Background: an optimization exercise with open tools, aiming at small area. Do not read the settings as production practice. Only simulation tests tie the RTL to the original design; equivalence was not proved. No driver is modelled on the clock port, so clocking that relies on it looks cheaper here than on a real chip.

==> inputs of run a <==
==> flow/design.v <==
`default_nettype none
package noc_pkg;
    parameter int data_w = 8;
    parameter int pkt_elems = 4;
    typedef enum logic [1:0] {
        mode_pass = 2'b00,
        mode_pad1 = 2'b01,
        mode_pad2 = 2'b10
    } op_mode_t;
endpackage
`default_nettype wire
`default_nettype none
module noc_aoi222 (
    input  logic [2:0] s,
    input  logic [2:0] d,
    output logic       y_n
);
    assign y_n = ~|(s & d);
endmodule
`default_nettype wire
`default_nettype none
module noc_top #(
    parameter  int rows       = 4,
    parameter  int cols       = 6,
    parameter  int line_elems = 16,
    localparam int num_lines  = rows + cols - 1
) (
    input  logic                  clk,
    input  logic                  rst_n,
    input  logic                  start_conv,
    input  logic [1:0]            mode_in,
    input  logic [num_lines*line_elems*noc_pkg::data_w-1:0] ifmap_data_in,
    input  logic [rows*cols-1:0]  pe_full,
    input  logic                  conv_complete,
    output logic [num_lines-1:0]  bus_valid,
    output logic [noc_pkg::pkt_elems*noc_pkg::data_w-1:0] bus_data,
    output logic                  free_ifmap_buffer,
    output logic                  busy
);
    localparam int dw     = noc_pkg::data_w;
    localparam int pe     = noc_pkg::pkt_elems;
    localparam int groups = line_elems / pe;
    logic       busy_q;
    logic       idle_q;
    logic       load_q;
    logic [3:0] line_q;
    logic [1:0] group_q;
    logic       load;
    logic       stream;
    logic       advance;
    logic       last;
    logic       keep;
    assign load   = start_conv & ~busy_q;
    assign keep   = ~start_conv | ~idle_q;
    assign stream = busy_q & ~load_q;
    assign busy   = busy_q;
    logic [num_lines-1:0] diag_full;
    always_comb begin
        diag_full = '0;
        for (int r = 0; r < rows; r++)
            for (int c = 0; c < cols; c++)
                diag_full[r + c] = diag_full[r + c] | pe_full[r * cols + c];
    end
    logic [num_lines-1:0] line_oh;
    always_comb
        for (int d = 0; d < num_lines; d++) line_oh[d] = (line_q == 4'(d));
    assign bus_valid = stream ? (line_oh & ~diag_full) : '0;
    assign advance   = |bus_valid;
    assign last      = line_oh[num_lines-1] & (group_q == 2'(groups - 1));
    always_ff @(posedge clk or negedge rst_n) begin
        if (!rst_n) begin
            busy_q  <= 1'b0;
            load_q  <= 1'b0;
            line_q  <= '0;
            group_q <= '0;
        end else begin
            load_q <= load;
            if (load)
                busy_q <= 1'b1;
            else if (advance && last)
                busy_q <= 1'b0;
            if (advance) begin
                if (line_oh[num_lines-1]) begin
                    line_q  <= '0;
                    group_q <= group_q + 2'd1;
                end else begin
                    line_q  <= line_q + 4'd1;
                end
            end
        end
    end
    always_ff @(posedge clk or negedge rst_n) begin
        if (!rst_n)
            idle_q <= 1'b1;
        else if (start_conv && idle_q)
            idle_q <= 1'b0;
        else if (advance && last)
            idle_q <= 1'b1;
    end
    always_ff @(posedge clk or negedge rst_n) begin
        if (!rst_n) free_ifmap_buffer <= 1'b0;
        else        free_ifmap_buffer <= conv_complete;
    end
    localparam int slots = num_lines * groups;
    localparam int pw    = pe * dw;
    logic [slots-1:0][pw-1:0] ring_q;
    logic [slots-1:0][pw-1:0] ring_d;
    logic [slots-1:0][pw-1:0] ring_in;
    logic       inv_q;
    logic       s1_q;
    logic       s2_q;
    logic       hold;
    assign hold = ~load & ~advance;
    always_comb
        for (int l = 0; l < num_lines; l++)
            for (int g = 0; g < groups; g++)
                ring_in[g * num_lines + l] = ifmap_data_in[(l * line_elems + g * pe) * dw +: pw];
    for (genvar p = 0; p < slots; p++) begin : g_slot
        for (genvar b = 0; b < pw; b++) begin : g_bit
            noc_aoi222 u_cell (
                .s   ({load, advance, hold}),
                .d   ({ring_in[p][b], ring_q[(p + 1) % slots][b], ring_q[p][b]}),
                .y_n (ring_d[p][b])
            );
        end
    end
    always_ff @(posedge clk) begin
        ring_q <= ring_d;
        inv_q  <= load | ~inv_q;
        if (load) begin
            s1_q <= (mode_in == 2'd1);
            s2_q <= (mode_in == 2'd2);
        end
    end
    logic gfirst;
    assign gfirst = (group_q == 2'd0);
    logic line_pad;
    always_comb begin
        line_pad = (s1_q && line_oh[0]) || (s2_q && (line_oh[0] || line_oh[1]));
        for (int i = 0; i < pe; i++) begin
            logic [dw-1:0] b;
            logic          elem_pad;
            if (s2_q)
                b = (i < 2) ? ring_q[slots - num_lines - 2][(i + 2) * dw +: dw]
                            : ring_q[slots - 2][(i - 2) * dw +: dw];
            else if (s1_q)
                b = (i < 1) ? ring_q[slots - num_lines - 1][(i + 3) * dw +: dw]
                            : ring_q[slots - 1][(i - 1) * dw +: dw];
            else
                b = ring_q[0][i * dw +: dw];
            elem_pad = gfirst && ((i < 1 && s1_q) || (i < 2 && s2_q));
            bus_data[i * dw +: dw] = (line_pad || elem_pad) ? '0 : (b ^ {dw{inv_q}});
        end
    end
endmodule
`default_nettype wire
==> flow/flow/run.sh <==
#!/bin/bash
# Standard layout with two changes: the port buffers are the smallest buffer
# cell, and clock tree synthesis uses smaller clock buffers without dummy loads.
set -euo pipefail
export BUFFER_PORTS_ARGS="-buffer_cell sky130_fd_sc_hd__buf_1"
export CTS_ARGS="-sink_clustering_enable -repair_clock_nets -dont_use_dummy_load -buf_list {sky130_fd_sc_hd__clkbuf_4 sky130_fd_sc_hd__clkbuf_8}"
bash standard.sh "BUFFER_PORTS_ARGS=$BUFFER_PORTS_ARGS" "CTS_ARGS=$CTS_ARGS" finish > make_finish.log 2>&1
==> flow/standard.sh <==
#!/bin/bash
# synth_recipe.tcl (not shown) runs the flow's synth.tcl, then flattens the netlist and writes it again
# the make line also repeats each setting of config.mk as NAME=value (left out here)
make -C /OpenROAD-flow-scripts/flow DESIGN_CONFIG=/design/flow/config.mk WORK_HOME=/design/flow/orfs CLKGATE_MAP_FILE= SYNTH_SCRIPT=/design/flow/synth_recipe.tcl "${@:-finish}"
==> flow/config.mk <==
export PLATFORM = sky130hd
export DESIGN_NAME = noc_top
export DESIGN_NICKNAME = noc_top
export VERILOG_FILES = /design/flow/design.v
export SDC_FILE = /design/flow/constraint.sdc
export NUM_CORES = 4
export LEC_CHECK = 0
export CAP_MARGIN = 20
export CORE_MARGIN = 2
export CORE_UTILIZATION = 55
export PLACE_DENSITY = 0.7
export SLEW_MARGIN = 20
export SYNTH_HIERARCHICAL = 1
export SYNTH_MINIMUM_KEEP_SIZE = 0
==> flow/constraint.sdc <==
create_clock -name core_clock -period 7.0 [get_ports {clk}]
set_input_delay 1.4000 -clock core_clock [delete_from_list [all_inputs] [get_ports {clk}]]
set_output_delay 1.4000 -clock core_clock [all_outputs]
set_load 0.01 [all_outputs]
==> inputs of run b, as changes to run a <==
--- a/flow/design.v
+++ b/flow/design.v
@@ -43,3 +43,2 @@
     logic       busy_q;
-    logic       idle_q;
     logic       load_q;
@@ -51,5 +50,3 @@
     logic       last;
-    logic       keep;
     assign load   = start_conv & ~busy_q;
-    assign keep   = ~start_conv | ~idle_q;
     assign stream = busy_q & ~load_q;
@@ -92,10 +89,2 @@
     always_ff @(posedge clk or negedge rst_n) begin
-        if (!rst_n)
-            idle_q <= 1'b1;
-        else if (start_conv && idle_q)
-            idle_q <= 1'b0;
-        else if (advance && last)
-            idle_q <= 1'b1;
-    end
-    always_ff @(posedge clk or negedge rst_n) begin
         if (!rst_n) free_ifmap_buffer <= 1'b0;
@@ -134,20 +123,33 @@
     end
-    logic gfirst;
-    assign gfirst = (group_q == 2'd0);
-    logic line_pad;
-    always_comb begin
-        line_pad = (s1_q && line_oh[0]) || (s2_q && (line_oh[0] || line_oh[1]));
-        for (int i = 0; i < pe; i++) begin
-            logic [dw-1:0] b;
-            logic          elem_pad;
-            if (s2_q)
-                b = (i < 2) ? ring_q[slots - num_lines - 2][(i + 2) * dw +: dw]
-                            : ring_q[slots - 2][(i - 2) * dw +: dw];
-            else if (s1_q)
-                b = (i < 1) ? ring_q[slots - num_lines - 1][(i + 3) * dw +: dw]
-                            : ring_q[slots - 1][(i - 1) * dw +: dw];
-            else
-                b = ring_q[0][i * dw +: dw];
-            elem_pad = gfirst && ((i < 1 && s1_q) || (i < 2 && s2_q));
-            bus_data[i * dw +: dw] = (line_pad || elem_pad) ? '0 : (b ^ {dw{inv_q}});
+    logic       gfirst;
+    logic [2:0] line_ok;
+    assign gfirst  = (group_q == 2'd0);
+    assign line_ok = {~(line_oh[0] | line_oh[1]), ~line_oh[0], 1'b1};
+    for (genvar i = 0; i < pe; i++) begin : g_out
+        logic [2:0] take;
+        logic       inv_b;
+        assign take[0] = ~s1_q & ~s2_q;
+        assign take[1] = s1_q & line_ok[1] & ~(gfirst && i < 1);
+        assign take[2] = s2_q & line_ok[2] & ~(gfirst && i < 2);
+        assign inv_b   = inv_q & (|take);
+        for (genvar b = 0; b < dw; b++) begin : g_bit
+            logic [2:0] src;
+            logic       y_n;
+            assign src[0] = ring_q[0][i * dw + b];
+            if (i < 1) begin : g_s1_prev
+                assign src[1] = ring_q[slots - num_lines - 1][(i + 3) * dw + b];
+            end else begin : g_s1_cur
+                assign src[1] = ring_q[slots - 1][(i - 1) * dw + b];
+            end
+            if (i < 2) begin : g_s2_prev
+                assign src[2] = ring_q[slots - num_lines - 2][(i + 2) * dw + b];
+            end else begin : g_s2_cur
+                assign src[2] = ring_q[slots - 2][(i - 2) * dw + b];
+            end
+            noc_aoi222 u_mux (
+                .s   (take),
+                .d   (src),
+                .y_n (y_n)
+            );
+            assign bus_data[i * dw + b] = ~(y_n ^ inv_b);
         end
==> flow/flow/run.sh (replaced) <==
#!/bin/bash
# Standard layout with three changes: the port buffers are the smallest buffer
# cell; clock tree synthesis uses one mid-size clock buffer in clusters of at
# most 16 sinks, without dummy loads; and the placement and routing steps buffer
# any net with more than 64 loads.
set -euo pipefail
F="$PWD/flow/fanout.tcl"
export PRE_GLOBAL_PLACE_TCL="$F" PRE_RESIZE_TCL="$F" PRE_CTS_TCL="$F" PRE_GLOBAL_ROUTE_TCL="$F"
export BUFFER_PORTS_ARGS="-buffer_cell sky130_fd_sc_hd__buf_1"
export CTS_ARGS="-sink_clustering_enable -repair_clock_nets -dont_use_dummy_load -buf_list {sky130_fd_sc_hd__clkbuf_8} -sink_clustering_size 16 -sink_clustering_max_diameter 80"
bash standard.sh "BUFFER_PORTS_ARGS=$BUFFER_PORTS_ARGS" "CTS_ARGS=$CTS_ARGS" finish > make_finish.log 2>&1
==> flow/flow/fanout.tcl (new file) <==
# Keeps repair_design from leaving nets of hundreds of pins.
set_max_fanout 64 [current_design]
- CORE_AREA: unset -> 10 10 420 420
- CORE_MARGIN: 2 -> unset
- CORE_UTILIZATION: 55 -> unset
- DIE_AREA: unset -> 0 0 430 430
- PLACE_DENSITY: 0.7 -> 0.6
==> comparison <==
Synthesized cell count: run b is lower than run a (4.3%).
Run a died in 3_2_place_iop. Run b produced a clean layout.
Of run a and run b, run a has the higher area after synthesis (gap about 1.2%, measured against run b).
==> figures <==
Outcome: run a aborted with a tool error; run b timing/DRC/antenna clean
Last stage reached: run a 3_2_place_iop; run b -
Post-synth EDFFs: run a 2; run b 2
Complex-gate fraction of the synthesized area: run a 32.3%; run b 33.2%
Fraction of synthesized cell area taken by the top area cell type: run a 63.2%; run b 64.0%
Die height: run a 262 um; run b 430 um
Multiplexer fraction of the synthesized cell area: run a 0.946%; run b 0.128%
Cell row count: run a 94; run b 150
Total nets after synthesis: run a 3,755; run b 3,644
Xor-xnor portion of the synthesized cell area: run a 0.984%; run b 0.801%
Share of synthesized registers carrying an async set or reset: run a 0.773%; run b 0.773%
Width of the chip: run a 262 um; run b 430 um
Biggest area consumer among synthesized cells: run a dfxtp_1; run b dfxtp_1
Part of the Yosys area used for sequential elements: run a 64.0%; run b 64.8%
Post-synthesis area per instance: run a 14.2 um2; run b 14.7 um2
Post-Syn Instances: run a 2,567; run b 2,456
Count of cell types in the netlist: run a 32; run b 41
Post-Syn Area: run a 36,500 um2; run b 36,100 um2
Simple-gate portion of the synthesized area: run a 1.24%; run b 0.722%
Arithmetic-cell share of the synthesized area counting full adders, half adders and majority gates: run a 0.206%; run b 0.208%
Most common cell in the synthesized netlist: run a dfxtp_1; run b a222oi_1
Initial Utilization: run a 55.5%; run b 21.6%

[what the ideal ports hide]
How much do the figures lean on ideal ports? The routed layout below was timed once more, with nothing changed but the port constraints.
Step 1, drivers: a clkbuf_16 drives clk and a buf_2 each remaining input, both assumed.
Step 2 times the ports against the registers' clock, not the clock port: input delays grow and output delays shrink by t, the midpoint of the rising clock arrivals with the driver on.
Slacks: ideal / step 1 / step 2; pairs: ideal / step 1.
run: run b
t (ns): 0.876
setup WS [ns]: 1.741 / 1.671 / 2.303
hold WS [ns]: 0.375 / 0.375 / 0.375
clock arrival spread, ns: 0.096 / 0.096
After both steps setup and hold are still met in run b. For run b, drivers alone change the setup slack by -0.070 ns; drivers and shift together by +0.562 ns.
